Background: an optimization exercise with open tools, aiming at small area, a short achievable clock period and few clock cycles per item. Do not read the settings as production practice.
Function was not checked in any run shown here: the RTL went through the layout flow alone.

==> flow/design.v (outline; a module is shown in full before it is edited, if it fits) <==
// module gdd_date_unit: 96 lines
// module gdd_diff: 284 lines
// module gdd_fa: 4 lines
// module gdd_ha: 4 lines
// module gdd_pg: 4 lines
// module gdd_g: 3 lines
// module gregorian_date_difference_days: 360 lines
module gregorian_date_difference_days (
  input  logic        clk_i,
  input  logic        rst_ni,
  input  logic        s_axis_tvalid_i,
  output logic        s_axis_tready_o,
  input  logic [71:0] s_axis_tdata_i,
  output logic        m_axis_tvalid_o,
  input  logic        m_axis_tready_i,
  output logic [31:0] m_axis_tdata_o,
  output logic [0:0]  m_axis_tuser_o
);
  // ...
==> flow/flow/run.sh <==
#!/bin/bash
# The standard layout, with the port buffers made from the platform's
# smallest plain buffer instead of the delay buffer the flow picks.
set -euo pipefail
export BUFFER_PORTS_ARGS="-buffer_cell sky130_fd_sc_hd__buf_1"
bash standard.sh > standard.log 2>&1
==> flow/standard.sh <==
#!/bin/bash
# synth_recipe.tcl (not shown) runs the flow's synth.tcl, then flattens the netlist and writes it again
# the make line also repeats each setting of config.mk as NAME=value (left out here)
make -C /OpenROAD-flow-scripts/flow DESIGN_CONFIG=/design/flow/config.mk WORK_HOME=/design/flow/orfs CLKGATE_MAP_FILE= SYNTH_SCRIPT=/design/flow/synth_recipe.tcl "${@:-finish}"
==> flow/config.mk <==
export PLATFORM = sky130hd
export DESIGN_NAME = gregorian_date_difference_days
export DESIGN_NICKNAME = gregorian_date_difference_days
export VERILOG_FILES = /design/flow/design.v
export SDC_FILE = /design/flow/constraint.sdc
export NUM_CORES = 4
export LEC_CHECK = 0
export CAP_MARGIN = 20
export CORE_MARGIN = 2
export CORE_UTILIZATION = 50
export SETUP_SLACK_MARGIN = 4.8
export SLEW_MARGIN = 20
export SYNTH_HIERARCHICAL = 1
export SYNTH_MINIMUM_KEEP_SIZE = 0
==> flow/constraint.sdc <==
create_clock -name core_clock -period 8.5 [get_ports {clk_i}]
set_input_delay 1.7000 -clock core_clock [delete_from_list [all_inputs] [get_ports {clk_i}]]
set_output_delay 1.7000 -clock core_clock [all_outputs]
set_load 0.01 [all_outputs]
==> reports/metrics.yaml, run 1 <==
grtUsageMet2_pct: 36.83
outcome: "no timing/DRC/antenna violations"
fillers: 2583
cts_resized: 61
drt-wirelength-per-cell_um: 16.27
dr.first_iter.drc_count: 304
cts_setup_buffers: 70
num-nonclk-inverters: 210
area.sequential_mm2: 0.003979
syn2layout_area_growth_pct: 18.26
max_slew_margin_pct: 34.36
tritoncts: "built"
antenna_cells: 0
path_delay_family: "adder cells"
min_to: "ok3"
worstPathMaxFanout: 4
fin_crit_ns: 4.115
crit_start: "dy2[6]"
cp_cell_sequence: "buf_6 -> fa_1 -> inv_1 -> fa_1 -> fa_1 -> fa_1 -> ha_4 -> a21o_1 -> a21o_1 -> a21o_1 -> a21o_1 -> a21o_1 -> xor2_1"
report.final.slew_viol_count: 0
yosys.area.top_type: "edfxtp_1"
core_area_mm2: 0.03035
die_area_mm2: 0.03201
final_cells: 1994
cts.reportedPaths.clkPinSlew_ns: 0.07
post-route-util_pct: 59.61
layout_worst_path_cycle_share_pct: 48.41
io_buffers: 104
largest_reg_flops: 26
==> module gdd_date_unit, before the edit <==
module gdd_date_unit (
  input  logic [15:0] year_i,
  input  logic        gt2_i,     
  input  logic        okb_i,     
  input  logic        f29_i,     
  output logic        ok_o,
  output logic [7:0]  hia_o,
  output logic [7:0]  hib_o,
  output logic        c9_o,
  output logic [1:0]  g_o,
  output logic        lp_o       
);
  logic [11:0] z;
  logic [3:0]  y3;
  logic [8:0]  f;
  assign z  = year_i[15:4];
  assign y3 = year_i[3:0];
  logic pp_1, pp_2, pp_3, pp_4, pp_5, pp_6, pp_7, pp_8, pp_9, pp_10, pp_11, pp_12, pp_13, pp_14, pp_15, pp_16, pp_17, pp_18, pp_19, pp_20, pp_21, pp_22, pp_23, pp_24, pp_25, pp_26, pp_27, pp_28, pp_29, pp_30, pp_31, pp_32, pp_33, pp_34, pp_35, pp_36, pp_37, pp_38, pp_39, pp_40, pp_41, pp_42, pp_43, pp_44, pp_45, pp_46, pp_47, pp_48, pp_49, pp_50;
  gdd_ha u_pp_1 (.a(z[0]), .b(z[2]), .s(pp_1), .co(pp_2));
  gdd_fa u_pp_3 (.a(z[1]), .b(z[3]), .c(z[6]), .s(pp_3), .co(pp_4));
  gdd_fa u_pp_5 (.a(z[2]), .b(z[4]), .c(z[7]), .s(pp_5), .co(pp_6));
  gdd_fa u_pp_7 (.a(z[3]), .b(z[5]), .c(z[8]), .s(pp_7), .co(pp_8));
  gdd_fa u_pp_9 (.a(z[4]), .b(z[6]), .c(z[9]), .s(pp_9), .co(pp_10));
  gdd_fa u_pp_11 (.a(z[5]), .b(z[7]), .c(z[10]), .s(pp_11), .co(pp_12));
  gdd_fa u_pp_13 (.a(z[6]), .b(z[8]), .c(z[11]), .s(pp_13), .co(pp_14));
  gdd_ha u_pp_15 (.a(z[7]), .b(z[9]), .s(pp_15), .co(pp_16));
  gdd_ha u_pp_17 (.a(z[8]), .b(z[10]), .s(pp_17), .co(pp_18));
  gdd_ha u_pp_19 (.a(z[9]), .b(z[11]), .s(pp_19), .co(pp_20));
  gdd_ha u_pp_21 (.a(z[1]), .b(~z[6]), .s(pp_21), .co(pp_22));
  gdd_ha u_pp_23 (.a(z[2]), .b(~z[7]), .s(pp_23), .co(pp_24));
  gdd_fa u_pp_25 (.a(z[0]), .b(z[3]), .c(~z[8]), .s(pp_25), .co(pp_26));
  gdd_fa u_pp_27 (.a(z[1]), .b(z[4]), .c(~z[9]), .s(pp_27), .co(pp_28));
  gdd_fa u_pp_29 (.a(z[5]), .b(~z[10]), .c(pp_1), .s(pp_29), .co(pp_30));
  gdd_fa u_pp_31 (.a(~z[11]), .b(pp_2), .c(pp_3), .s(pp_31), .co(pp_32));
  gdd_fa u_pp_33 (.a(~1'b0), .b(pp_4), .c(pp_5), .s(pp_33), .co(pp_34));
  gdd_fa u_pp_35 (.a(~1'b0), .b(pp_6), .c(pp_7), .s(pp_35), .co(pp_36));
  gdd_fa u_pp_37 (.a(~1'b0), .b(pp_8), .c(pp_9), .s(pp_37), .co(pp_38));
  gdd_fa u_pp_39 (.a(~1'b0), .b(pp_10), .c(pp_11), .s(pp_39), .co(pp_40));
  gdd_fa u_pp_41 (.a(~1'b0), .b(pp_12), .c(pp_13), .s(pp_41), .co(pp_42));
  gdd_fa u_pp_43 (.a(~1'b0), .b(pp_15), .c(pp_14), .s(pp_43), .co(pp_44));
  gdd_fa u_pp_45 (.a(~1'b0), .b(pp_16), .c(pp_17), .s(pp_45), .co(pp_46));
  gdd_fa u_pp_47 (.a(~1'b0), .b(pp_18), .c(pp_19), .s(pp_47), .co(pp_48));
  gdd_fa u_pp_49 (.a(z[10]), .b(~1'b0), .c(pp_20), .s(pp_49), .co(pp_50));
  logic pl_1, pl_2, pl_3, pl_4, pl_5, pl_6, pl_7, pl_8, pl_9, pl_10, pl_11, pl_12, pl_13, pl_14, pl_15, pl_16, pl_17, pl_18, pl_19, pl_20, pl_21, pl_22, pl_23, pl_24, pl_25, pl_26, pl_27, pl_28, pl_29, pl_30, pl_31, pl_32, pl_33, pl_34, pl_35, pl_36, pl_37, pl_38, pl_39, pl_40, pl_41, pl_42;
  gdd_ha u_pl_1 (.a(pp_21), .b(~1'b0), .s(pl_1), .co(pl_2));
  gdd_ha u_pl_3 (.a(pp_22), .b(pp_23), .s(pl_3), .co(pl_4));
  gdd_ha u_pl_5 (.a(pp_24), .b(pp_25), .s(pl_5), .co(pl_6));
  gdd_ha u_pl_7 (.a(pp_26), .b(pp_27), .s(pl_7), .co(pl_8));
  gdd_ha u_pl_9 (.a(pp_28), .b(pp_29), .s(pl_9), .co(pl_10));
  gdd_ha u_pl_11 (.a(pp_30), .b(pp_31), .s(pl_11), .co(pl_12));
  gdd_ha u_pl_13 (.a(pp_32), .b(pp_33), .s(pl_13), .co(pl_14));
  gdd_ha u_pl_15 (.a(pp_34), .b(pp_35), .s(pl_15), .co(pl_16));
  gdd_ha u_pl_17 (.a(pp_36), .b(pp_37), .s(pl_17), .co(pl_18));
  gdd_g u_pl_19 (.g1(pl_4), .p1(pl_3), .g0(pl_2), .g(pl_19));
  gdd_pg u_pl_20 (.g1(pl_8), .p1(pl_7), .g0(pl_6), .p0(pl_5), .g(pl_20), .p(pl_21));
  gdd_pg u_pl_22 (.g1(pl_12), .p1(pl_11), .g0(pl_10), .p0(pl_9), .g(pl_22), .p(pl_23));
  gdd_pg u_pl_24 (.g1(pl_16), .p1(pl_15), .g0(pl_14), .p0(pl_13), .g(pl_24), .p(pl_25));
  gdd_g u_pl_26 (.g1(pl_20), .p1(pl_21), .g0(pl_19), .g(pl_26));
  gdd_pg u_pl_27 (.g1(pl_24), .p1(pl_25), .g0(pl_22), .p0(pl_23), .g(pl_27), .p(pl_28));
  gdd_g u_pl_29 (.g1(pl_27), .p1(pl_28), .g0(pl_26), .g(pl_29));
  gdd_g u_pl_30 (.g1(pl_22), .p1(pl_23), .g0(pl_26), .g(pl_30));
  gdd_g u_pl_31 (.g1(pl_6), .p1(pl_5), .g0(pl_19), .g(pl_31));
  gdd_g u_pl_32 (.g1(pl_10), .p1(pl_9), .g0(pl_26), .g(pl_32));
  gdd_g u_pl_33 (.g1(pl_14), .p1(pl_13), .g0(pl_30), .g(pl_33));
  gdd_g u_pl_34 (.g1(pl_18), .p1(pl_17), .g0(pl_29), .g(pl_34));
  assign pl_35 = pl_3 ^ pl_2;
  assign pl_36 = pl_5 ^ pl_19;
  assign pl_37 = pl_7 ^ pl_31;
  assign pl_38 = pl_9 ^ pl_26;
  assign pl_39 = pl_11 ^ pl_32;
  assign pl_40 = pl_13 ^ pl_30;
  assign pl_41 = pl_15 ^ pl_33;
  assign pl_42 = pl_17 ^ pl_29;
  assign f     = {pl_42, pl_41, pl_40, pl_39, pl_38, pl_37, pl_36, pl_35, pl_1};
  assign c9_o  = pl_34;
  assign hia_o = {z[11], pp_50, pp_48, pp_46, pp_44, pp_42, pp_40, pp_38};
  assign hib_o = {~1'b0, ~z[11], pp_49, pp_47, pp_45, pp_43, pp_41, pp_39};
  logic r6, r7, r12, r13, r18, r19;
  assign r6  = (f >= gdd_pkg::FR6);
  assign r7  = (f >= gdd_pkg::FR7);
  assign r12 = (f >= gdd_pkg::FR12);
  assign r13 = (f >= gdd_pkg::FR13);
  assign r18 = (f >= gdd_pkg::FR18);
  assign r19 = (f >= gdd_pkg::FR19);
  logic gt100, gt200, gt300, is100, is200, is300, leap;
  assign gt100 = r7  || (r6  && (y3 >= 4'd5));
  assign gt200 = r13 || (r12 && (y3 >= 4'd9));
  assign gt300 = r19 || (r18 && (y3 >= 4'd13));
  assign is100 = r6  && !r7  && (y3 == 4'd4);
  assign is200 = r12 && !r13 && (y3 == 4'd8);
  assign is300 = r18 && !r19 && (y3 == 4'd12);
  assign leap  = (y3[1:0] == 2'b00) && !is100 && !is200 && !is300;
  assign g_o   = {gt200, gt100 ^ gt200 ^ gt300};
  assign lp_o = leap && gt2_i;
  assign ok_o = okb_i || (f29_i && leap);
endmodule
==> run 2, diff against run 1 <==
--- a/flow/design.v
+++ b/flow/design.v
@@ -40,47 +40,56 @@
   gdd_fa u_pp_27 (.a(z[1]), .b(z[4]), .c(~z[9]), .s(pp_27), .co(pp_28));
   gdd_fa u_pp_29 (.a(z[5]), .b(~z[10]), .c(pp_1), .s(pp_29), .co(pp_30));
   gdd_fa u_pp_31 (.a(~z[11]), .b(pp_2), .c(pp_3), .s(pp_31), .co(pp_32));
-  gdd_fa u_pp_33 (.a(~1'b0), .b(pp_4), .c(pp_5), .s(pp_33), .co(pp_34));
-  gdd_fa u_pp_35 (.a(~1'b0), .b(pp_6), .c(pp_7), .s(pp_35), .co(pp_36));
-  gdd_fa u_pp_37 (.a(~1'b0), .b(pp_8), .c(pp_9), .s(pp_37), .co(pp_38));
-  gdd_fa u_pp_39 (.a(~1'b0), .b(pp_10), .c(pp_11), .s(pp_39), .co(pp_40));
-  gdd_fa u_pp_41 (.a(~1'b0), .b(pp_12), .c(pp_13), .s(pp_41), .co(pp_42));
-  gdd_fa u_pp_43 (.a(~1'b0), .b(pp_15), .c(pp_14), .s(pp_43), .co(pp_44));
-  gdd_fa u_pp_45 (.a(~1'b0), .b(pp_16), .c(pp_17), .s(pp_45), .co(pp_46));
-  gdd_fa u_pp_47 (.a(~1'b0), .b(pp_18), .c(pp_19), .s(pp_47), .co(pp_48));
-  gdd_fa u_pp_49 (.a(z[10]), .b(~1'b0), .c(pp_20), .s(pp_49), .co(pp_50));
-  logic pl_1, pl_2, pl_3, pl_4, pl_5, pl_6, pl_7, pl_8, pl_9, pl_10, pl_11, pl_12, pl_13, pl_14, pl_15, pl_16, pl_17, pl_18, pl_19, pl_20, pl_21, pl_22, pl_23, pl_24, pl_25, pl_26, pl_27, pl_28, pl_29, pl_30, pl_31, pl_32, pl_33, pl_34, pl_35, pl_36, pl_37, pl_38, pl_39, pl_40, pl_41, pl_42;
-  gdd_ha u_pl_1 (.a(pp_21), .b(~1'b0), .s(pl_1), .co(pl_2));
-  gdd_ha u_pl_3 (.a(pp_22), .b(pp_23), .s(pl_3), .co(pl_4));
-  gdd_ha u_pl_5 (.a(pp_24), .b(pp_25), .s(pl_5), .co(pl_6));
-  gdd_ha u_pl_7 (.a(pp_26), .b(pp_27), .s(pl_7), .co(pl_8));
-  gdd_ha u_pl_9 (.a(pp_28), .b(pp_29), .s(pl_9), .co(pl_10));
-  gdd_ha u_pl_11 (.a(pp_30), .b(pp_31), .s(pl_11), .co(pl_12));
-  gdd_ha u_pl_13 (.a(pp_32), .b(pp_33), .s(pl_13), .co(pl_14));
-  gdd_ha u_pl_15 (.a(pp_34), .b(pp_35), .s(pl_15), .co(pl_16));
-  gdd_ha u_pl_17 (.a(pp_36), .b(pp_37), .s(pl_17), .co(pl_18));
-  gdd_g u_pl_19 (.g1(pl_4), .p1(pl_3), .g0(pl_2), .g(pl_19));
-  gdd_pg u_pl_20 (.g1(pl_8), .p1(pl_7), .g0(pl_6), .p0(pl_5), .g(pl_20), .p(pl_21));
-  gdd_pg u_pl_22 (.g1(pl_12), .p1(pl_11), .g0(pl_10), .p0(pl_9), .g(pl_22), .p(pl_23));
-  gdd_pg u_pl_24 (.g1(pl_16), .p1(pl_15), .g0(pl_14), .p0(pl_13), .g(pl_24), .p(pl_25));
-  gdd_g u_pl_26 (.g1(pl_20), .p1(pl_21), .g0(pl_19), .g(pl_26));
-  gdd_pg u_pl_27 (.g1(pl_24), .p1(pl_25), .g0(pl_22), .p0(pl_23), .g(pl_27), .p(pl_28));
-  gdd_g u_pl_29 (.g1(pl_27), .p1(pl_28), .g0(pl_26), .g(pl_29));
-  gdd_g u_pl_30 (.g1(pl_22), .p1(pl_23), .g0(pl_26), .g(pl_30));
-  gdd_g u_pl_31 (.g1(pl_6), .p1(pl_5), .g0(pl_19), .g(pl_31));
-  gdd_g u_pl_32 (.g1(pl_10), .p1(pl_9), .g0(pl_26), .g(pl_32));
-  gdd_g u_pl_33 (.g1(pl_14), .p1(pl_13), .g0(pl_30), .g(pl_33));
-  gdd_g u_pl_34 (.g1(pl_18), .p1(pl_17), .g0(pl_29), .g(pl_34));
-  assign pl_35 = pl_3 ^ pl_2;
-  assign pl_36 = pl_5 ^ pl_19;
-  assign pl_37 = pl_7 ^ pl_31;
-  assign pl_38 = pl_9 ^ pl_26;
-  assign pl_39 = pl_11 ^ pl_32;
-  assign pl_40 = pl_13 ^ pl_30;
-  assign pl_41 = pl_15 ^ pl_33;
-  assign pl_42 = pl_17 ^ pl_29;
-  assign f     = {pl_42, pl_41, pl_40, pl_39, pl_38, pl_37, pl_36, pl_35, pl_1};
-  assign c9_o  = pl_34;
+  assign pp_33 = ~1'b0 ^ pp_4 ^ pp_5;
+  assign pp_34 = (~1'b0 & pp_4) | (~1'b0 & pp_5) | (pp_4 & pp_5);
+  assign pp_35 = ~1'b0 ^ pp_6 ^ pp_7;
+  assign pp_36 = (~1'b0 & pp_6) | (~1'b0 & pp_7) | (pp_6 & pp_7);
+  assign pp_37 = ~1'b0 ^ pp_8 ^ pp_9;
+  assign pp_38 = (~1'b0 & pp_8) | (~1'b0 & pp_9) | (pp_8 & pp_9);
+  assign pp_39 = ~1'b0 ^ pp_10 ^ pp_11;
+  assign pp_40 = (~1'b0 & pp_10) | (~1'b0 & pp_11) | (pp_10 & pp_11);
+  assign pp_41 = ~1'b0 ^ pp_12 ^ pp_13;
+  assign pp_42 = (~1'b0 & pp_12) | (~1'b0 & pp_13) | (pp_12 & pp_13);
+  assign pp_43 = ~1'b0 ^ pp_15 ^ pp_14;
+  assign pp_44 = (~1'b0 & pp_15) | (~1'b0 & pp_14) | (pp_15 & pp_14);
+  assign pp_45 = ~1'b0 ^ pp_16 ^ pp_17;
+  assign pp_46 = (~1'b0 & pp_16) | (~1'b0 & pp_17) | (pp_16 & pp_17);
+  assign pp_47 = ~1'b0 ^ pp_18 ^ pp_19;
+  assign pp_48 = (~1'b0 & pp_18) | (~1'b0 & pp_19) | (pp_18 & pp_19);
+  assign pp_49 = z[10] ^ ~1'b0 ^ pp_20;
+  assign pp_50 = (z[10] & ~1'b0) | (z[10] & pp_20) | (~1'b0 & pp_20);
+  logic pl_1, pl_2, pl_3, pl_4, pl_5, pl_6, pl_7, pl_8, pl_9, pl_10, pl_11, pl_12, pl_13, pl_14, pl_15, pl_16, pl_17, pl_18, pl_19, pl_20, pl_21, pl_22, pl_23, pl_24, pl_25, pl_26, pl_27, pl_28, pl_29, pl_30, pl_31, pl_32, pl_33, pl_34, pl_35, pl_36, pl_37, pl_38, pl_39, pl_40, pl_41;
+  assign pl_1 = ~(pp_21);
+  gdd_ha u_pl_2 (.a(pp_22), .b(pp_23), .s(pl_2), .co(pl_3));
+  gdd_ha u_pl_4 (.a(pp_24), .b(pp_25), .s(pl_4), .co(pl_5));
+  gdd_ha u_pl_6 (.a(pp_26), .b(pp_27), .s(pl_6), .co(pl_7));
+  gdd_ha u_pl_8 (.a(pp_28), .b(pp_29), .s(pl_8), .co(pl_9));
+  gdd_ha u_pl_10 (.a(pp_30), .b(pp_31), .s(pl_10), .co(pl_11));
+  gdd_ha u_pl_12 (.a(pp_32), .b(pp_33), .s(pl_12), .co(pl_13));
+  gdd_ha u_pl_14 (.a(pp_34), .b(pp_35), .s(pl_14), .co(pl_15));
+  gdd_ha u_pl_16 (.a(pp_36), .b(pp_37), .s(pl_16), .co(pl_17));
+  gdd_g u_pl_18 (.g1(pl_3), .p1(pl_2), .g0(pp_21), .g(pl_18));
+  gdd_pg u_pl_19 (.g1(pl_7), .p1(pl_6), .g0(pl_5), .p0(pl_4), .g(pl_19), .p(pl_20));
+  gdd_pg u_pl_21 (.g1(pl_11), .p1(pl_10), .g0(pl_9), .p0(pl_8), .g(pl_21), .p(pl_22));
+  gdd_pg u_pl_23 (.g1(pl_15), .p1(pl_14), .g0(pl_13), .p0(pl_12), .g(pl_23), .p(pl_24));
+  gdd_g u_pl_25 (.g1(pl_19), .p1(pl_20), .g0(pl_18), .g(pl_25));
+  gdd_pg u_pl_26 (.g1(pl_23), .p1(pl_24), .g0(pl_21), .p0(pl_22), .g(pl_26), .p(pl_27));
+  gdd_g u_pl_28 (.g1(pl_26), .p1(pl_27), .g0(pl_25), .g(pl_28));
+  gdd_g u_pl_29 (.g1(pl_21), .p1(pl_22), .g0(pl_25), .g(pl_29));
+  gdd_g u_pl_30 (.g1(pl_5), .p1(pl_4), .g0(pl_18), .g(pl_30));
+  gdd_g u_pl_31 (.g1(pl_9), .p1(pl_8), .g0(pl_25), .g(pl_31));
+  gdd_g u_pl_32 (.g1(pl_13), .p1(pl_12), .g0(pl_29), .g(pl_32));
+  gdd_g u_pl_33 (.g1(pl_17), .p1(pl_16), .g0(pl_28), .g(pl_33));
+  assign pl_34 = pl_2 ^ pp_21;
+  assign pl_35 = pl_4 ^ pl_18;
+  assign pl_36 = pl_6 ^ pl_30;
+  assign pl_37 = pl_8 ^ pl_25;
+  assign pl_38 = pl_10 ^ pl_31;
+  assign pl_39 = pl_12 ^ pl_29;
+  assign pl_40 = pl_14 ^ pl_32;
+  assign pl_41 = pl_16 ^ pl_28;
+  assign f     = {pl_41, pl_40, pl_39, pl_38, pl_37, pl_36, pl_35, pl_34, pl_1};
+  assign c9_o  = pl_33;
   assign hia_o = {z[11], pp_50, pp_48, pp_46, pp_44, pp_42, pp_40, pp_38};
   assign hib_o = {~1'b0, ~z[11], pp_49, pp_47, pp_45, pp_43, pp_41, pp_39};
   logic r6, r7, r12, r13, r18, r19;
@@ -147,29 +156,30 @@
   gdd_fa u_ds_49 (.a(dy[6]), .b(dy[7]), .c(dy16n), .s(ds_49), .co(ds_50));
   gdd_ha u_ds_51 (.a(dy[7]), .b(dy[8]), .s(ds_51), .co(ds_52));
   gdd_fa u_ds_53 (.a(sg[0]), .b(elp), .c(nslp), .s(ds_53), .co(ds_54));
-  gdd_fa u_ds_55 (.a(~du[1]), .b(dy[0]), .c(dy[1]), .s(ds_55), .co(ds_56));
-  gdd_ha u_ds_57 (.a(ds_5), .b(ds_2), .s(ds_57), .co(ds_58));
-  gdd_fa u_ds_59 (.a(~du[2]), .b(dy[1]), .c(dy[2]), .s(ds_59), .co(ds_60));
-  gdd_fa u_ds_61 (.a(ds_6), .b(ds_4), .c(ds_7), .s(ds_61), .co(ds_62));
+  gdd_fa u_ds_55 (.a(du[1]), .b(ds_5), .c(ds_2), .s(ds_55), .co(ds_56));
+  assign ds_57 = dy[0] ^ dy[1];
+  assign ds_58 = dy[0] | dy[1];
+  gdd_fa u_ds_59 (.a(du[2]), .b(ds_6), .c(ds_4), .s(ds_59), .co(ds_60));
+  gdd_fa u_ds_61 (.a(dy[1]), .b(dy[2]), .c(~ds_7), .s(ds_61), .co(ds_62));
   gdd_fa u_ds_63 (.a(nqz[2]), .b(du[3]), .c(ds_9), .s(ds_63), .co(ds_64));
   gdd_fa u_ds_65 (.a(dy[2]), .b(dy[3]), .c(~ds_8), .s(ds_65), .co(ds_66));
-  gdd_fa u_ds_67 (.a(~du[4]), .b(dy[0]), .c(dy[3]), .s(ds_67), .co(ds_68));
-  gdd_fa u_ds_69 (.a(~dy[4]), .b(ds_10), .c(ds_11), .s(ds_69), .co(ds_70));
-  gdd_fa u_ds_71 (.a(~du[5]), .b(dy[1]), .c(dy[4]), .s(ds_71), .co(ds_72));
-  gdd_fa u_ds_73 (.a(~dy[5]), .b(ds_12), .c(ds_13), .s(ds_73), .co(ds_74));
-  gdd_fa u_ds_75 (.a(~du[6]), .b(dy[2]), .c(dy[5]), .s(ds_75), .co(ds_76));
-  gdd_fa u_ds_77 (.a(~dy[6]), .b(ds_14), .c(ds_15), .s(ds_77), .co(ds_78));
+  gdd_fa u_ds_67 (.a(du[4]), .b(ds_10), .c(ds_11), .s(ds_67), .co(ds_68));
+  gdd_fa u_ds_69 (.a(dy[0]), .b(dy[3]), .c(dy[4]), .s(ds_69), .co(ds_70));
+  gdd_fa u_ds_71 (.a(du[5]), .b(ds_12), .c(ds_13), .s(ds_71), .co(ds_72));
+  gdd_fa u_ds_73 (.a(dy[1]), .b(dy[4]), .c(dy[5]), .s(ds_73), .co(ds_74));
+  gdd_fa u_ds_75 (.a(du[6]), .b(ds_14), .c(ds_15), .s(ds_75), .co(ds_76));
+  gdd_fa u_ds_77 (.a(dy[2]), .b(dy[5]), .c(dy[6]), .s(ds_77), .co(ds_78));
   gdd_fa u_ds_79 (.a(dy[3]), .b(dy[6]), .c(dy[7]), .s(ds_79), .co(ds_80));
   gdd_fa u_ds_81 (.a(ds_19), .b(ds_16), .c(ds_17), .s(ds_81), .co(ds_82));
   gdd_fa u_ds_83 (.a(~dy[8]), .b(ds_20), .c(ds_25), .s(ds_83), .co(ds_84));
   gdd_fa u_ds_85 (.a(ds_18), .b(ds_21), .c(ds_23), .s(ds_85), .co(ds_86));
   gdd_fa u_ds_87 (.a(ds_31), .b(ds_22), .c(ds_24), .s(ds_87), .co(ds_88));
   gdd_fa u_ds_89 (.a(~ds_26), .b(ds_27), .c(ds_29), .s(ds_89), .co(ds_90));
-  gdd_fa u_ds_91 (.a(dy[10]), .b(ds_32), .c(~ds_28), .s(ds_91), .co(ds_92));
-  gdd_fa u_ds_93 (.a(ds_30), .b(ds_33), .c(~ds_35), .s(ds_93), .co(ds_94));
-  assign ds_95 = dy[11] ^ 1'b0 ^ ~ds_39;
-  assign ds_96 = (dy[11] & 1'b0) | (dy[11] & ~ds_39) | (1'b0 & ~ds_39);
-  gdd_fa u_ds_97 (.a(ds_34), .b(ds_37), .c(~ds_36), .s(ds_97), .co(ds_98));
+  gdd_fa u_ds_91 (.a(dy[10]), .b(ds_32), .c(ds_35), .s(ds_91), .co(ds_92));
+  gdd_fa u_ds_93 (.a(ds_28), .b(ds_30), .c(ds_33), .s(ds_93), .co(ds_94));
+  assign ds_95 = dy[11] ^ 1'b0 ^ ds_36;
+  assign ds_96 = (dy[11] & 1'b0) | (dy[11] & ds_36) | (1'b0 & ds_36);
+  gdd_fa u_ds_97 (.a(ds_39), .b(ds_34), .c(ds_37), .s(ds_97), .co(ds_98));
   assign ds_99 = dy[12] ^ 1'b0 ^ ds_40;
   assign ds_100 = (dy[12] & 1'b0) | (dy[12] & ds_40) | (1'b0 & ds_40);
   gdd_fa u_ds_101 (.a(ds_43), .b(ds_38), .c(ds_41), .s(ds_101), .co(ds_102));
@@ -179,25 +189,26 @@
   gdd_fa u_ds_107 (.a(dy[10]), .b(dy[13]), .c(dy[14]), .s(ds_107), .co(ds_108));
   gdd_fa u_ds_109 (.a(~ds_48), .b(ds_46), .c(ds_49), .s(ds_109), .co(ds_110));
   gdd_fa u_ds_111 (.a(dy[11]), .b(dy[14]), .c(dy[15]), .s(ds_111), .co(ds_112));
-  gdd_fa u_ds_113 (.a(~1'b0), .b(ds_51), .c(ds_50), .s(ds_113), .co(ds_114));
+  assign ds_113 = ~1'b0 ^ ds_51 ^ ds_50;
+  assign ds_114 = (~1'b0 & ds_51) | (~1'b0 & ds_50) | (ds_51 & ds_50);
   gdd_fa u_ds_115 (.a(dy[8]), .b(dy[9]), .c(ds_52), .s(ds_115), .co(ds_116));
   gdd_fa u_ds_117 (.a(dy[12]), .b(dy[15]), .c(dy16n), .s(ds_117), .co(ds_118));
   gdd_fa u_ds_119 (.a(dy[9]), .b(dy[10]), .c(~dy[13]), .s(ds_119), .co(ds_120));
   gdd_ha u_ds_121 (.a(dy[10]), .b(dy[11]), .s(ds_121), .co(ds_122));
   gdd_ha u_ds_123 (.a(dy[11]), .b(dy[12]), .s(ds_123), .co(ds_124));
   gdd_ha u_ds_125 (.a(du[0]), .b(~dy[0]), .s(ds_125), .co(ds_126));
-  gdd_fa u_ds_127 (.a(ds_54), .b(ds_3), .c(ds_57), .s(ds_127), .co(ds_128));
-  gdd_fa u_ds_129 (.a(ds_56), .b(ds_59), .c(~ds_58), .s(ds_129), .co(ds_130));
-  gdd_fa u_ds_131 (.a(~ds_60), .b(ds_63), .c(ds_62), .s(ds_131), .co(ds_132));
-  gdd_fa u_ds_133 (.a(~ds_67), .b(ds_64), .c(ds_69), .s(ds_133), .co(ds_134));
-  gdd_fa u_ds_135 (.a(ds_68), .b(ds_71), .c(~ds_70), .s(ds_135), .co(ds_136));
-  gdd_fa u_ds_137 (.a(ds_72), .b(ds_75), .c(~ds_74), .s(ds_137), .co(ds_138));
-  gdd_fa u_ds_139 (.a(ds_76), .b(ds_79), .c(~ds_78), .s(ds_139), .co(ds_140));
+  gdd_fa u_ds_127 (.a(ds_57), .b(ds_54), .c(ds_3), .s(ds_127), .co(ds_128));
+  gdd_fa u_ds_129 (.a(~ds_58), .b(ds_56), .c(ds_59), .s(ds_129), .co(ds_130));
+  gdd_fa u_ds_131 (.a(ds_63), .b(ds_60), .c(~ds_62), .s(ds_131), .co(ds_132));
+  gdd_fa u_ds_133 (.a(~ds_69), .b(ds_64), .c(ds_67), .s(ds_133), .co(ds_134));
+  gdd_fa u_ds_135 (.a(ds_70), .b(ds_73), .c(~ds_68), .s(ds_135), .co(ds_136));
+  gdd_fa u_ds_137 (.a(ds_74), .b(ds_77), .c(~ds_72), .s(ds_137), .co(ds_138));
+  gdd_fa u_ds_139 (.a(ds_78), .b(ds_79), .c(~ds_76), .s(ds_139), .co(ds_140));
   gdd_fa u_ds_141 (.a(~ds_80), .b(ds_83), .c(ds_82), .s(ds_141), .co(ds_142));
   gdd_fa u_ds_143 (.a(ds_84), .b(ds_86), .c(ds_87), .s(ds_143), .co(ds_144));
   gdd_fa u_ds_145 (.a(ds_88), .b(ds_90), .c(ds_93), .s(ds_145), .co(ds_146));
-  gdd_fa u_ds_147 (.a(~ds_95), .b(ds_94), .c(ds_97), .s(ds_147), .co(ds_148));
-  gdd_fa u_ds_149 (.a(ds_96), .b(ds_99), .c(~ds_98), .s(ds_149), .co(ds_150));
+  gdd_fa u_ds_147 (.a(ds_94), .b(ds_97), .c(~ds_92), .s(ds_147), .co(ds_148));
+  gdd_fa u_ds_149 (.a(~ds_99), .b(ds_98), .c(ds_101), .s(ds_149), .co(ds_150));
   gdd_fa u_ds_151 (.a(ds_100), .b(ds_103), .c(~ds_102), .s(ds_151), .co(ds_152));
   gdd_fa u_ds_153 (.a(ds_107), .b(ds_104), .c(~ds_106), .s(ds_153), .co(ds_154));
   gdd_fa u_ds_155 (.a(ds_108), .b(ds_111), .c(~ds_110), .s(ds_155), .co(ds_156));
@@ -211,19 +222,19 @@
   gdd_ha u_ds_167 (.a(dy[13]), .b(dy[14]), .s(ds_167), .co(ds_168));
   gdd_ha u_ds_169 (.a(dy[14]), .b(dy[15]), .s(ds_169), .co(ds_170));
   gdd_ha u_ds_171 (.a(ds_125), .b(ds_53), .s(ds_171), .co(ds_172));
-  gdd_fa u_ds_173 (.a(ds_126), .b(~ds_55), .c(ds_127), .s(ds_173), .co(ds_174));
-  gdd_fa u_ds_175 (.a(ds_61), .b(ds_128), .c(~ds_129), .s(ds_175), .co(ds_176));
-  gdd_fa u_ds_177 (.a(ds_65), .b(ds_130), .c(~ds_131), .s(ds_177), .co(ds_178));
+  gdd_fa u_ds_173 (.a(ds_126), .b(ds_127), .c(ds_55), .s(ds_173), .co(ds_174));
+  gdd_fa u_ds_175 (.a(ds_128), .b(~ds_61), .c(ds_129), .s(ds_175), .co(ds_176));
+  gdd_fa u_ds_177 (.a(~ds_65), .b(ds_130), .c(ds_131), .s(ds_177), .co(ds_178));
   gdd_fa u_ds_179 (.a(~ds_66), .b(ds_132), .c(ds_133), .s(ds_179), .co(ds_180));
-  gdd_fa u_ds_181 (.a(ds_73), .b(ds_134), .c(~ds_135), .s(ds_181), .co(ds_182));
-  gdd_fa u_ds_183 (.a(~ds_77), .b(ds_136), .c(ds_137), .s(ds_183), .co(ds_184));
+  gdd_fa u_ds_181 (.a(ds_71), .b(ds_134), .c(~ds_135), .s(ds_181), .co(ds_182));
+  gdd_fa u_ds_183 (.a(~ds_75), .b(ds_136), .c(ds_137), .s(ds_183), .co(ds_184));
   gdd_fa u_ds_185 (.a(~ds_81), .b(ds_138), .c(ds_139), .s(ds_185), .co(ds_186));
   gdd_fa u_ds_187 (.a(ds_85), .b(ds_141), .c(~ds_140), .s(ds_187), .co(ds_188));
   gdd_fa u_ds_189 (.a(ds_89), .b(ds_142), .c(ds_143), .s(ds_189), .co(ds_190));
   gdd_fa u_ds_191 (.a(~ds_91), .b(ds_144), .c(ds_145), .s(ds_191), .co(ds_192));
-  gdd_fa u_ds_193 (.a(~ds_92), .b(ds_146), .c(ds_147), .s(ds_193), .co(ds_194));
-  gdd_fa u_ds_195 (.a(ds_101), .b(ds_148), .c(~ds_149), .s(ds_195), .co(ds_196));
-  gdd_fa u_ds_197 (.a(~ds_105), .b(ds_150), .c(ds_151), .s(ds_197), .co(ds_198));
+  gdd_fa u_ds_193 (.a(~ds_95), .b(ds_146), .c(ds_147), .s(ds_193), .co(ds_194));
+  gdd_fa u_ds_195 (.a(~ds_96), .b(ds_148), .c(ds_149), .s(ds_195), .co(ds_196));
+  gdd_fa u_ds_197 (.a(ds_105), .b(ds_150), .c(~ds_151), .s(ds_197), .co(ds_198));
   gdd_fa u_ds_199 (.a(~ds_109), .b(ds_152), .c(ds_153), .s(ds_199), .co(ds_200));
   gdd_fa u_ds_201 (.a(~ds_113), .b(ds_154), .c(ds_155), .s(ds_201), .co(ds_202));
   gdd_fa u_ds_203 (.a(~ds_114), .b(ds_157), .c(ds_156), .s(ds_203), .co(ds_204));
@@ -231,15 +242,17 @@
   gdd_fa u_ds_207 (.a(~ds_120), .b(ds_161), .c(ds_160), .s(ds_207), .co(ds_208));
   gdd_fa u_ds_209 (.a(~ds_123), .b(ds_162), .c(ds_163), .s(ds_209), .co(ds_210));
   gdd_fa u_ds_211 (.a(dy16n), .b(~ds_165), .c(ds_164), .s(ds_211), .co(ds_212));
-  gdd_fa u_ds_213 (.a(~1'b0), .b(ds_167), .c(ds_166), .s(ds_213), .co(ds_214));
-  gdd_fa u_ds_215 (.a(~1'b0), .b(ds_168), .c(ds_169), .s(ds_215), .co(ds_216));
+  assign ds_213 = ~1'b0 ^ ds_167 ^ ds_166;
+  assign ds_214 = (~1'b0 & ds_167) | (~1'b0 & ds_166) | (ds_167 & ds_166);
+  assign ds_215 = ~1'b0 ^ ds_168 ^ ds_169;
+  assign ds_216 = (~1'b0 & ds_168) | (~1'b0 & ds_169) | (ds_168 & ds_169);
   gdd_fa u_ds_217 (.a(dy[15]), .b(dy16n), .c(ds_170), .s(ds_217), .co(ds_218));
   logic fs_1, fs_2, fs_3, fs_4, fs_5, fs_6, fs_7, fs_8, fs_9, fs_10, fs_11, fs_12, fs_13, fs_14, fs_15, fs_16, fs_17, fs_18, fs_19, fs_20, fs_21, fs_22, fs_23, fs_24, fs_25, fs_26, fs_27, fs_28, fs_29, fs_30, fs_31, fs_32, fs_33, fs_34, fs_35, fs_36, fs_37, fs_38, fs_39, fs_40, fs_41, fs_42, fs_43, fs_44, fs_45, fs_46, fs_47, fs_48, fs_49, fs_50, fs_51, fs_52, fs_53, fs_54, fs_55, fs_56, fs_57, fs_58, fs_59, fs_60, fs_61, fs_62, fs_63, fs_64, fs_65, fs_66, fs_67, fs_68, fs_69, fs_70, fs_71, fs_72, fs_73, fs_74, fs_75, fs_76, fs_77, fs_78, fs_79, fs_80, fs_81, fs_82, fs_83, fs_84, fs_85, fs_86, fs_87, fs_88, fs_89, fs_90, fs_91, fs_92, fs_93, fs_94, fs_95, fs_96, fs_97, fs_98, fs_99, fs_100, fs_101, fs_102, fs_103, fs_104, fs_105, fs_106, fs_107, fs_108, fs_109, fs_110, fs_111, fs_112, fs_113, fs_114, fs_115, fs_116, fs_117, fs_118, fs_119, fs_120, fs_121, fs_122, fs_123, fs_124, fs_125, fs_126, fs_127, fs_128, fs_129, fs_130, fs_131, fs_132, fs_133, fs_134, fs_135, fs_136, fs_137, fs_138, fs_139, fs_140, fs_141, fs_142, fs_143, fs_144, fs_145, fs_146, fs_147, fs_148, fs_149, fs_150, fs_151, fs_152, fs_153, fs_154, fs_155, fs_156, fs_157, fs_158, fs_159, fs_160, fs_161, fs_162, fs_163, fs_164, fs_165, fs_166, fs_167, fs_168, fs_169, fs_170, fs_171, fs_172, fs_173, fs_174, fs_175, fs_176, fs_177, fs_178, fs_179, fs_180, fs_181, fs_182, fs_183, fs_184, fs_185, fs_186, fs_187, fs_188, fs_189, fs_190, fs_191, fs_192, fs_193, fs_194, fs_195, fs_196, fs_197, fs_198, fs_199, fs_200, fs_201, fs_202, fs_203, fs_204, fs_205, fs_206, fs_207, fs_208, fs_209, fs_210, fs_211, fs_212, fs_213, fs_214, fs_215, fs_216, fs_217, fs_218, fs_219, fs_220, fs_221, fs_222, fs_223, fs_224, fs_225, fs_226, fs_227, fs_228, fs_229, fs_230, fs_231, fs_232, fs_233, fs_234, fs_235, fs_236, fs_237, fs_238, fs_239, fs_240, fs_241, fs_242, fs_243, fs_244, fs_245, fs_246, fs_247, fs_248;
   gdd_ha u_fs_1 (.a(ds_171), .b(ds_1), .s(fs_1), .co(fs_2));
   gdd_ha u_fs_3 (.a(ds_172), .b(ds_173), .s(fs_3), .co(fs_4));
   gdd_ha u_fs_5 (.a(ds_174), .b(ds_175), .s(fs_5), .co(fs_6));
-  gdd_ha u_fs_7 (.a(ds_176), .b(~ds_177), .s(fs_7), .co(fs_8));
-  gdd_ha u_fs_9 (.a(~ds_178), .b(ds_179), .s(fs_9), .co(fs_10));
+  gdd_ha u_fs_7 (.a(ds_176), .b(ds_177), .s(fs_7), .co(fs_8));
+  gdd_ha u_fs_9 (.a(ds_178), .b(ds_179), .s(fs_9), .co(fs_10));
   gdd_ha u_fs_11 (.a(ds_180), .b(ds_181), .s(fs_11), .co(fs_12));
   gdd_ha u_fs_13 (.a(ds_182), .b(~ds_183), .s(fs_13), .co(fs_14));
   gdd_ha u_fs_15 (.a(~ds_184), .b(~ds_185), .s(fs_15), .co(fs_16));
@@ -248,8 +261,8 @@
   gdd_ha u_fs_21 (.a(ds_190), .b(ds_191), .s(fs_21), .co(fs_22));
   gdd_ha u_fs_23 (.a(ds_192), .b(ds_193), .s(fs_23), .co(fs_24));
   gdd_ha u_fs_25 (.a(ds_194), .b(ds_195), .s(fs_25), .co(fs_26));
-  gdd_ha u_fs_27 (.a(ds_196), .b(~ds_197), .s(fs_27), .co(fs_28));
-  gdd_ha u_fs_29 (.a(~ds_198), .b(~ds_199), .s(fs_29), .co(fs_30));
+  gdd_ha u_fs_27 (.a(ds_196), .b(ds_197), .s(fs_27), .co(fs_28));
+  gdd_ha u_fs_29 (.a(ds_198), .b(~ds_199), .s(fs_29), .co(fs_30));
   gdd_ha u_fs_31 (.a(~ds_200), .b(~ds_201), .s(fs_31), .co(fs_32));
   gdd_ha u_fs_33 (.a(~ds_202), .b(~ds_203), .s(fs_33), .co(fs_34));
   gdd_ha u_fs_35 (.a(~ds_204), .b(~ds_205), .s(fs_35), .co(fs_36));
@@ -260,7 +273,8 @@
   gdd_ha u_fs_45 (.a(ds_214), .b(ds_215), .s(fs_45), .co(fs_46));
   gdd_ha u_fs_47 (.a(ds_216), .b(ds_217), .s(fs_47), .co(fs_48));
   gdd_ha u_fs_49 (.a(ds_218), .b(dy16n), .s(fs_49), .co(fs_50));
-  gdd_pg u_fs_51 (.g1(1'b0), .p1(~1'b0), .g0(fs_50), .p0(fs_49), .g(fs_51), .p(fs_52));
+  assign fs_51 = 1'b0 | (1'b1 & fs_50);
+  assign fs_52 = 1'b1 & fs_49;
   gdd_pg u_fs_53 (.g1(fs_50), .p1(fs_49), .g0(fs_48), .p0(fs_47), .g(fs_53), .p(fs_54));
   gdd_pg u_fs_55 (.g1(fs_48), .p1(fs_47), .g0(fs_46), .p0(fs_45), .g(fs_55), .p(fs_56));
   gdd_pg u_fs_57 (.g1(fs_46), .p1(fs_45), .g0(fs_44), .p0(fs_43), .g(fs_57), .p(fs_58));
@@ -383,7 +397,7 @@
   assign fs_245 = fs_45 ^ fs_218;
   assign fs_246 = fs_47 ^ fs_217;
   assign fs_247 = fs_49 ^ fs_216;
-  assign fs_248 = ~1'b0 ^ fs_215;
+  assign fs_248 = 1'b1 ^ fs_215;
   assign days_o = {fs_248, fs_247, fs_246, fs_245, fs_244, fs_243, fs_242, fs_241, fs_240, fs_239, fs_238, fs_237, fs_236, fs_235, fs_234, fs_233, fs_232, fs_231, fs_230, fs_229, fs_228, fs_227, fs_226, fs_225, fs_224, fs_1};
 endmodule
 module gdd_fa (input logic a, b, c, output logic s, co);
@@ -465,16 +479,18 @@
   gdd_ha u_eda_9 (.a(ecum[4]), .b(ed[4]), .s(eda_9), .co(eda_10));
   gdd_g u_eda_11 (.g1(eda_4), .p1(eda_3), .g0(eda_2), .g(eda_11));
   gdd_pg u_eda_12 (.g1(eda_8), .p1(eda_7), .g0(eda_6), .p0(eda_5), .g(eda_12), .p(eda_13));
-  gdd_pg u_eda_14 (.g1(1'b0), .p1(ecum[5]), .g0(eda_10), .p0(eda_9), .g(eda_14), .p(eda_15));
-  gdd_pg u_eda_16 (.g1(1'b0), .p1(ecum[7]), .g0(1'b0), .p0(ecum[6]), .g(eda_16), .p(eda_17));
+  assign eda_14 = 1'b0 | (ecum[5] & eda_10);
+  assign eda_15 = ecum[5] & eda_9;
+  assign eda_16 = 1'b0 | (ecum[7] & 1'b0);
+  assign eda_17 = ecum[7] & ecum[6];
   gdd_g u_eda_18 (.g1(eda_12), .p1(eda_13), .g0(eda_11), .g(eda_18));
   gdd_pg u_eda_19 (.g1(eda_16), .p1(eda_17), .g0(eda_14), .p0(eda_15), .g(eda_19), .p(eda_20));
   gdd_g u_eda_21 (.g1(eda_19), .p1(eda_20), .g0(eda_18), .g(eda_21));
   gdd_g u_eda_22 (.g1(eda_14), .p1(eda_15), .g0(eda_18), .g(eda_22));
   gdd_g u_eda_23 (.g1(eda_6), .p1(eda_5), .g0(eda_11), .g(eda_23));
   gdd_g u_eda_24 (.g1(eda_10), .p1(eda_9), .g0(eda_18), .g(eda_24));
-  gdd_g u_eda_25 (.g1(1'b0), .p1(ecum[6]), .g0(eda_22), .g(eda_25));
-  gdd_g u_eda_26 (.g1(1'b0), .p1(ecum[8]), .g0(eda_21), .g(eda_26));
+  assign eda_25 = 1'b0 | (ecum[6] & eda_22);
+  assign eda_26 = 1'b0 | (ecum[8] & eda_21);
   assign eda_27 = eda_3 ^ eda_2;
   assign eda_28 = eda_5 ^ eda_11;
   assign eda_29 = eda_7 ^ eda_23;
@@ -492,16 +508,18 @@
   gdd_ha u_sda_9 (.a(scum[4]), .b(sd[4]), .s(sda_9), .co(sda_10));
   gdd_g u_sda_11 (.g1(sda_4), .p1(sda_3), .g0(sda_2), .g(sda_11));
   gdd_pg u_sda_12 (.g1(sda_8), .p1(sda_7), .g0(sda_6), .p0(sda_5), .g(sda_12), .p(sda_13));
-  gdd_pg u_sda_14 (.g1(1'b0), .p1(scum[5]), .g0(sda_10), .p0(sda_9), .g(sda_14), .p(sda_15));
-  gdd_pg u_sda_16 (.g1(1'b0), .p1(scum[7]), .g0(1'b0), .p0(scum[6]), .g(sda_16), .p(sda_17));
+  assign sda_14 = 1'b0 | (scum[5] & sda_10);
+  assign sda_15 = scum[5] & sda_9;
+  assign sda_16 = 1'b0 | (scum[7] & 1'b0);
+  assign sda_17 = scum[7] & scum[6];
   gdd_g u_sda_18 (.g1(sda_12), .p1(sda_13), .g0(sda_11), .g(sda_18));
   gdd_pg u_sda_19 (.g1(sda_16), .p1(sda_17), .g0(sda_14), .p0(sda_15), .g(sda_19), .p(sda_20));
   gdd_g u_sda_21 (.g1(sda_19), .p1(sda_20), .g0(sda_18), .g(sda_21));
   gdd_g u_sda_22 (.g1(sda_14), .p1(sda_15), .g0(sda_18), .g(sda_22));
   gdd_g u_sda_23 (.g1(sda_6), .p1(sda_5), .g0(sda_11), .g(sda_23));
   gdd_g u_sda_24 (.g1(sda_10), .p1(sda_9), .g0(sda_18), .g(sda_24));
-  gdd_g u_sda_25 (.g1(1'b0), .p1(scum[6]), .g0(sda_22), .g(sda_25));
-  gdd_g u_sda_26 (.g1(1'b0), .p1(scum[8]), .g0(sda_21), .g(sda_26));
+  assign sda_25 = 1'b0 | (scum[6] & sda_22);
+  assign sda_26 = 1'b0 | (scum[8] & sda_21);
   assign sda_27 = sda_3 ^ sda_2;
   assign sda_28 = sda_5 ^ sda_11;
   assign sda_29 = sda_7 ^ sda_23;
@@ -564,7 +582,7 @@
   gdd_ha u_us_21 (.a(edoy1[7]), .b(~sdoy1[7]), .s(us_21), .co(us_22));
   assign us_23 = ~edoy1[8] ^ sdoy1[8] ^ 1'b0;
   assign us_24 = (~edoy1[8] & sdoy1[8]) | (~edoy1[8] & 1'b0) | (sdoy1[8] & 1'b0);
-  logic ua_1, ua_2, ua_3, ua_4, ua_5, ua_6, ua_7, ua_8, ua_9, ua_10, ua_11, ua_12, ua_13, ua_14, ua_15, ua_16, ua_17, ua_18, ua_19, ua_20, ua_21, ua_22, ua_23, ua_24, ua_25, ua_26, ua_27, ua_28, ua_29, ua_30, ua_31, ua_32, ua_33, ua_34, ua_35, ua_36, ua_37, ua_38, ua_39, ua_40, ua_41, ua_42, ua_43, ua_44, ua_45, ua_46, ua_47, ua_48, ua_49, ua_50;
+  logic ua_1, ua_2, ua_3, ua_4, ua_5, ua_6, ua_7, ua_8, ua_9, ua_10, ua_11, ua_12, ua_13, ua_14, ua_15, ua_16, ua_17, ua_18, ua_19, ua_20, ua_21, ua_22, ua_23, ua_24, ua_25, ua_26, ua_27, ua_28, ua_29, ua_30, ua_31, ua_32, ua_33, ua_34, ua_35, ua_36, ua_37, ua_38, ua_39, ua_40, ua_41, ua_42, ua_43, ua_44, ua_45, ua_46, ua_47, ua_48, ua_49;
   gdd_ha u_ua_1 (.a(us_7), .b(us_1), .s(ua_1), .co(ua_2));
   gdd_ha u_ua_3 (.a(us_8), .b(us_9), .s(ua_3), .co(ua_4));
   gdd_ha u_ua_5 (.a(us_10), .b(~us_11), .s(ua_5), .co(ua_6));
@@ -574,32 +592,32 @@
   gdd_ha u_ua_13 (.a(us_18), .b(us_19), .s(ua_13), .co(ua_14));
   gdd_ha u_ua_15 (.a(us_20), .b(us_21), .s(ua_15), .co(ua_16));
   gdd_ha u_ua_17 (.a(us_22), .b(~us_23), .s(ua_17), .co(ua_18));
-  gdd_ha u_ua_19 (.a(~us_24), .b(~1'b0), .s(ua_19), .co(ua_20));
-  gdd_g u_ua_21 (.g1(ua_4), .p1(ua_3), .g0(ua_2), .g(ua_21));
-  gdd_pg u_ua_22 (.g1(ua_8), .p1(ua_7), .g0(ua_6), .p0(ua_5), .g(ua_22), .p(ua_23));
-  gdd_pg u_ua_24 (.g1(ua_12), .p1(ua_11), .g0(ua_10), .p0(ua_9), .g(ua_24), .p(ua_25));
-  gdd_pg u_ua_26 (.g1(ua_16), .p1(ua_15), .g0(ua_14), .p0(ua_13), .g(ua_26), .p(ua_27));
-  gdd_pg u_ua_28 (.g1(ua_20), .p1(ua_19), .g0(ua_18), .p0(ua_17), .g(ua_28), .p(ua_29));
-  gdd_g u_ua_30 (.g1(ua_22), .p1(ua_23), .g0(ua_21), .g(ua_30));
-  gdd_pg u_ua_31 (.g1(ua_26), .p1(ua_27), .g0(ua_24), .p0(ua_25), .g(ua_31), .p(ua_32));
-  gdd_g u_ua_33 (.g1(ua_31), .p1(ua_32), .g0(ua_30), .g(ua_33));
-  gdd_g u_ua_34 (.g1(ua_24), .p1(ua_25), .g0(ua_30), .g(ua_34));
-  gdd_g u_ua_35 (.g1(ua_28), .p1(ua_29), .g0(ua_33), .g(ua_35));
-  gdd_g u_ua_36 (.g1(ua_6), .p1(ua_5), .g0(ua_21), .g(ua_36));
-  gdd_g u_ua_37 (.g1(ua_10), .p1(ua_9), .g0(ua_30), .g(ua_37));
-  gdd_g u_ua_38 (.g1(ua_14), .p1(ua_13), .g0(ua_34), .g(ua_38));
-  gdd_g u_ua_39 (.g1(ua_18), .p1(ua_17), .g0(ua_33), .g(ua_39));
-  gdd_g u_ua_40 (.g1(1'b0), .p1(1'b0), .g0(ua_35), .g(ua_40));
-  assign ua_41 = ua_3 ^ ua_2;
-  assign ua_42 = ua_5 ^ ua_21;
-  assign ua_43 = ua_7 ^ ua_36;
-  assign ua_44 = ua_9 ^ ua_30;
-  assign ua_45 = ua_11 ^ ua_37;
-  assign ua_46 = ua_13 ^ ua_34;
-  assign ua_47 = ua_15 ^ ua_38;
-  assign ua_48 = ua_17 ^ ua_33;
-  assign ua_49 = ua_19 ^ ua_39;
-  assign ua_50 = 1'b0 ^ ua_35;
+  assign ua_19 = ~(~us_24);
+  gdd_g u_ua_20 (.g1(ua_4), .p1(ua_3), .g0(ua_2), .g(ua_20));
+  gdd_pg u_ua_21 (.g1(ua_8), .p1(ua_7), .g0(ua_6), .p0(ua_5), .g(ua_21), .p(ua_22));
+  gdd_pg u_ua_23 (.g1(ua_12), .p1(ua_11), .g0(ua_10), .p0(ua_9), .g(ua_23), .p(ua_24));
+  gdd_pg u_ua_25 (.g1(ua_16), .p1(ua_15), .g0(ua_14), .p0(ua_13), .g(ua_25), .p(ua_26));
+  gdd_pg u_ua_27 (.g1(~us_24), .p1(ua_19), .g0(ua_18), .p0(ua_17), .g(ua_27), .p(ua_28));
+  gdd_g u_ua_29 (.g1(ua_21), .p1(ua_22), .g0(ua_20), .g(ua_29));
+  gdd_pg u_ua_30 (.g1(ua_25), .p1(ua_26), .g0(ua_23), .p0(ua_24), .g(ua_30), .p(ua_31));
+  gdd_g u_ua_32 (.g1(ua_30), .p1(ua_31), .g0(ua_29), .g(ua_32));
+  gdd_g u_ua_33 (.g1(ua_23), .p1(ua_24), .g0(ua_29), .g(ua_33));
+  gdd_g u_ua_34 (.g1(ua_27), .p1(ua_28), .g0(ua_32), .g(ua_34));
+  gdd_g u_ua_35 (.g1(ua_6), .p1(ua_5), .g0(ua_20), .g(ua_35));
+  gdd_g u_ua_36 (.g1(ua_10), .p1(ua_9), .g0(ua_29), .g(ua_36));
+  gdd_g u_ua_37 (.g1(ua_14), .p1(ua_13), .g0(ua_33), .g(ua_37));
+  gdd_g u_ua_38 (.g1(ua_18), .p1(ua_17), .g0(ua_32), .g(ua_38));
+  assign ua_39 = 1'b0 | (1'b0 & ua_34);
+  assign ua_40 = ua_3 ^ ua_2;
+  assign ua_41 = ua_5 ^ ua_20;
+  assign ua_42 = ua_7 ^ ua_35;
+  assign ua_43 = ua_9 ^ ua_29;
+  assign ua_44 = ua_11 ^ ua_36;
+  assign ua_45 = ua_13 ^ ua_33;
+  assign ua_46 = ua_15 ^ ua_37;
+  assign ua_47 = ua_17 ^ ua_32;
+  assign ua_48 = ua_19 ^ ua_38;
+  assign ua_49 = 1'b0 ^ ua_34;
   logic qs_1, qs_2, qs_3, qs_4, qs_5, qs_6, qs_7, qs_8, qs_9, qs_10, qs_11, qs_12, qs_13, qs_14, qs_15, qs_16, qs_17, qs_18, qs_19, qs_20, qs_21, qs_22, qs_23, qs_24, qs_25, qs_26, qs_27, qs_28, qs_29, qs_30, qs_31, qs_32, qs_33, qs_34, qs_35, qs_36, qs_37, qs_38, qs_39, qs_40, qs_41, qs_42, qs_43, qs_44, qs_45, qs_46, qs_47, qs_48, qs_49, qs_50, qs_51, qs_52;
   gdd_ha u_qs_1 (.a(ehia[0]), .b(ehib[0]), .s(qs_1), .co(qs_2));
   assign qs_3 = shia[0] ^ shib[0] ^ 1'b0;
@@ -702,7 +720,7 @@
   gdd_g u_ya_68 (.g1(ya_22), .p1(ya_21), .g0(ya_62), .g(ya_68));
   gdd_g u_ya_69 (.g1(ya_26), .p1(ya_25), .g0(ya_60), .g(ya_69));
   gdd_g u_ya_70 (.g1(ya_30), .p1(ya_29), .g0(ya_63), .g(ya_70));
-  gdd_g u_ya_71 (.g1(1'b0), .p1(~1'b0), .g0(ya_59), .g(ya_71));
+  assign ya_71 = 1'b0 | (1'b1 & ya_59);
   assign ya_72 = ya_1 ^ 1'b1;
   assign ya_73 = ya_3 ^ ya_33;
   assign ya_74 = ya_5 ^ ya_34;
@@ -719,10 +737,10 @@
   assign ya_85 = ya_27 ^ ya_69;
   assign ya_86 = ya_29 ^ ya_63;
   assign ya_87 = ya_31 ^ ya_70;
-  assign ya_88 = ~1'b0 ^ ya_59;
+  assign ya_88 = 1'b1 ^ ya_59;
   assign dy  = {ya_88, ya_87, ya_86, ya_85, ya_84, ya_83, ya_82, ya_81, ya_80, ya_79, ya_78, ya_77, ya_76, ya_75, ya_74, ya_73, ya_72};
   assign dqz = {qa_42, qa_41, qa_40, qa_39, qa_38, qa_37, qa_36, qa_35, qa_1};
-  assign du  = {ua_50, ua_49, ua_48, ua_47, ua_46, ua_45, ua_44, ua_43, ua_42, ua_41, ua_1};
+  assign du  = {ua_49, ua_48, ua_47, ua_46, ua_45, ua_44, ua_43, ua_42, ua_41, ua_40, ua_1};
   logic [15:0] dy2;
   logic        dy16n2, nqz8n2, elp2, nslp2, ok2;
   logic [7:0]  nqz2;
--- a/flow/config.mk
+++ b/flow/config.mk
@@ -8,7 +8,7 @@
 export CAP_MARGIN = 20
 export CORE_MARGIN = 2
 export CORE_UTILIZATION = 50
-export SETUP_SLACK_MARGIN = 4.8
+export CTS_BUF_LIST = sky130_fd_sc_hd__clkbuf_4 sky130_fd_sc_hd__clkbuf_8
 export SLEW_MARGIN = 20
 export SYNTH_HIERARCHICAL = 1
 export SYNTH_MINIMUM_KEEP_SIZE = 0
==> reports/metrics.yaml, run 2 <==
outcome: "no timing/DRC/antenna violations"  # unchanged
routabilityCongestion: 0.8556  # was 0.8390
tns_ns: 0  # unchanged
fin_nets: 1928  # was 2010
worstMarginPinSlew_ns: 0.9362  # was 0.9845 ns
grt_overflow: 0  # unchanged
max-cap-violations: 0  # unchanged
layout_worst_path_cycle_share_pct: 50.20  # was 48.41%
grt_pass1_vias: 10100  # was 10510
drive_above_1_share_pct: 4.216  # was 18.09%
synth_area_mm2: 0.01519  # was 0.01530 mm²
clock_latency_ns: 0.47  # was 0.43 ns
synth_top_area_share_pct: 25.70  # was 25.52%
yosys.area.top_type: "edfxtp_1"  # unchanged
grt_util_all_layers_pct: 20.60  # was 21.51%
tritoncts: "built"  # unchanged
core_area_mm2: 0.02980  # was 0.03035 mm²
required_ns: 8.73  # was 8.68 ns
syn_area_per_cell_um2: 10.52  # was 10.97 µm²
pre_cts_ws_ns: 3.949  # was 3.934 ns
cts_setup_buffers: 0  # was 70
synth-edff-count: 130  # unchanged
worstPathMaxFanout: 6  # was 4
post-route-cell-area_mm2: 0.01603  # was 0.01809 mm²
hold_class: "flip-flop to flip-flop"  # unchanged
dr.pass1.iters: 5  # was 4
final-setup-viol-count: 0  # unchanged
antenna_found_initial: 1  # was 0
final_common_cell: "inv_1"  # was a21o_1
critPathKind: "flip-flop to flip-flop"  # unchanged
synthArstFlopShare_pct: 2.256  # unchanged
fin_crit_ns: 4.267  # was 4.115 ns
place_area_mm2: 0.01561  # was 0.01608 mm²
numClockSinks: 133  # unchanged
die_w_um: 178.3  # was 178.9 µm
die_h_um: 178.3  # was 178.9 µm
r2r_slack_ns: 4.23  # was 4.39 ns
synth_ff_type: "edfxtp_1"  # unchanged
ant_nets: 0  # unchanged
dr.first_iter.drc_count: 374  # was 304
netlist_top_cells_count: "inv_1 (271), ha_1 (225), a21o_1 (187), and2_1 (130), edfxtp_1 (130)"  # was inv_1 (208), ha_1 (206), a21o_1 (196), fa_1 (143), and2_1 (132)
grt_max_degree: 73  # was 79
max_slew_margin_pct: 37.59  # was 34.36%
largest-register: "days3"  # unchanged
htree_levels: 4  # unchanged
dp.final_hpwl_mm: 25.98  # was 25.75 mm
syn2layout_area_growth_pct: 5.528  # was 18.26%
fmax_mhz: 234.4  # was 243.0 MHz
cts_root_buffer: "clkbuf_8"  # was clkbuf_16
vias: 9683  # was 10030
layout_common_cells: "inv_1 (271), ha_1 (225), a21o_1 (187)"  # was a21o_1 (195), inv_1 (193), ha_1 (174)
avgViaCountPerCell: 5.072  # was 5.030
largest_reg_flops: 26  # unchanged
start_util_pct: 50.97  # was 50.40%
yosys_warnings: 7  # unchanged
cts_resized: 0  # was 61
drc: 0  # unchanged
fin_ws_ns: 4.233  # was 4.385 ns
hold_path_startpoint: "v2_q"  # was ok2
crit_start: "dy2[3]"  # was dy2[6]
numCtsBuffers: 17  # unchanged
startpoint_type: "flip-flop"  # unchanged
ys_ff_latch: 133  # unchanged
io_buffers: 104  # unchanged
clock_skew_ns: 0.01786  # was 0.008885 ns
synth_cell_types: 59  # was 66
worstReg2RegStart: "dy2[3]"  # was dy2[6]
cp-end-kind: "flip-flop"  # unchanged
ys_seq_area_share_pct: 26.20  # was 26.01%
crit_arrival_ns: 4.50  # was 4.29 ns
grt_pass1_wl_mm: 50.49  # was 53.00 mm
wl_mm: 30.46  # was 32.45 mm
top_level_ports: 111  # unchanged
report.final.slew_viol_count: 0  # unchanged
hold_viol: 0  # unchanged
synth_most_common_cell: "inv_1"  # unchanged
cts.reportedPaths.clkPinSlew_ns: 0.10  # was 0.07 ns
synth.area.top_cells: "edfxtp_1 (26%), ha_1 (19%), fa_1 (16%), a21o_1 (9.2%), inv_1 (6.7%)"  # was edfxtp_1 (26%), fa_1 (19%), ha_1 (17%), a21o_1 (9.6%), and2_1 (5.4%)
syn-instance-count: 1443  # was 1395
clk_path_buf_depth: 2  # unchanged
drt-wirelength-per-cell_um: 15.95  # was 16.27 µm
die_area_mm2: 0.03178  # was 0.03201 mm²
grt_setup_unrepaired: "no"  # was yes
postCtsHoldBufs: 0  # unchanged
fillers: 2745  # was 2583
rows: 63  # was 64
run 2: per-layer routing:
metal	share of wire [%]	up-vias	track usage, %
li1	-	4894	-
met1	48	4610	28.62
met2	48	150	34.50
met3	2.9	29	2.621
met4	1.3	0	4.641
met5	0	-	0
run 2: cell families (layout without fill, tap and decap cells):
logic type                 count (synthesis)  count (layout)  synth area share (%)
AOI/OAI and AO/OA                        279             279                 13.36
xor gates and xnor gates                  91              91                 5.742
adders and majority gates                347             347                 34.62
buffers and inverters                    343             411                 10.07
DFF                                      133             133                 26.20
muxes                                     11              11                0.9145
other                                      3              11               0.07414
and+or+nand+nor                          236             236                 9.021
run 2: worst max-delay path: stages (launching register included):
cell	delay, ns
edfxtp_1	0.59
fa_1	0.62
fa_1	0.44
fa_1	0.54
fa_1	0.41
ha_1	0.35
and2_1	0.20
a21o_1	0.18
a21o_1	0.20
a21o_1	0.18
a21o_1	0.16
xor2_1	0.16
run 2: cell type report:
cell class	instances	area [µm²]	area share [%]
Multi-Input combinational cell	974	9713	60.61
Timing Repair Buffer	106	405.4	2.529
Inverter	273	1025	6.394
Sequential cell	133	3979	24.83
Tap cell	390	488.0	3.045
Clock buffer	18	247.7	1.546
Clock inverter	14	166.4	1.038
Antenna cell	1	2.502	0.01561
run 2: stage by stage:
step / utilization [%] / hold slack (ns) / instances
after floorplan: - / 0.4003 / 1450
after global placement: 52.39 / 0.4374 / 1876
after detailed placement: 52.39 / 0.4547 / 1876
after CTS: 53.78 / 0.4799 / 1908
after global routing: 53.78 / 0.5152 / 1908
final: 53.79 / 0.4705 / 1909
run 2: per-module statistics from Yosys (local to each module, per instance):
module	cell area, µm²	copies in the design
gdd_fa	20.02	122
gdd_g	7.507	83
gdd_pg	13.76	102
gdd_date_unit	737.0	2
gdd_ha	12.51	124
gdd_diff	869.6	1
gregorian_date_difference_days	6823	1
run 2: path summary, 6_finish.rpt:
kind / end / cells past startpoint
worst max-delay path: days3[24] / 11
worst min-delay path: v3_q / 1
worst max register to register: days3[24] / 11
worst min register to register: v3_q / 1
max in group asynchronous: v3_q / 1
min in group asynchronous: v2_q / 1

[afterwards: timing with drivers on the ports]
In the flow no input, the clock included, has a driving cell. The finished layouts below were timed again as built, in two steps.
Step 1: set_driving_cell puts a clkbuf_16 on clk_i and a buf_2 on each other input, an assumption about the parent block.
Step 2, shift: input delay + t, output delay - t, t = (earliest + latest rising clock arrival at the registers) / 2. This alone moves slack from input paths to output paths.
Slacks: no drivers / after step 1 / after step 2; pairs: no drivers / after step 1.
run | t, ns | setup slack, ns | worst hold slack (ns)
run 1 | 0.472 | 4.385 / 4.385 / 4.385 | 0.451 / 0.451 / 0.451
run 2 | 0.508 | 4.233 / 4.233 / 3.909 | 0.470 / 0.470 / 0.470
After both steps setup and hold are still met in every run listed. For run 2, which loses most, drivers alone change the setup slack by 0.000 ns; drivers and shift together by -0.324 ns.
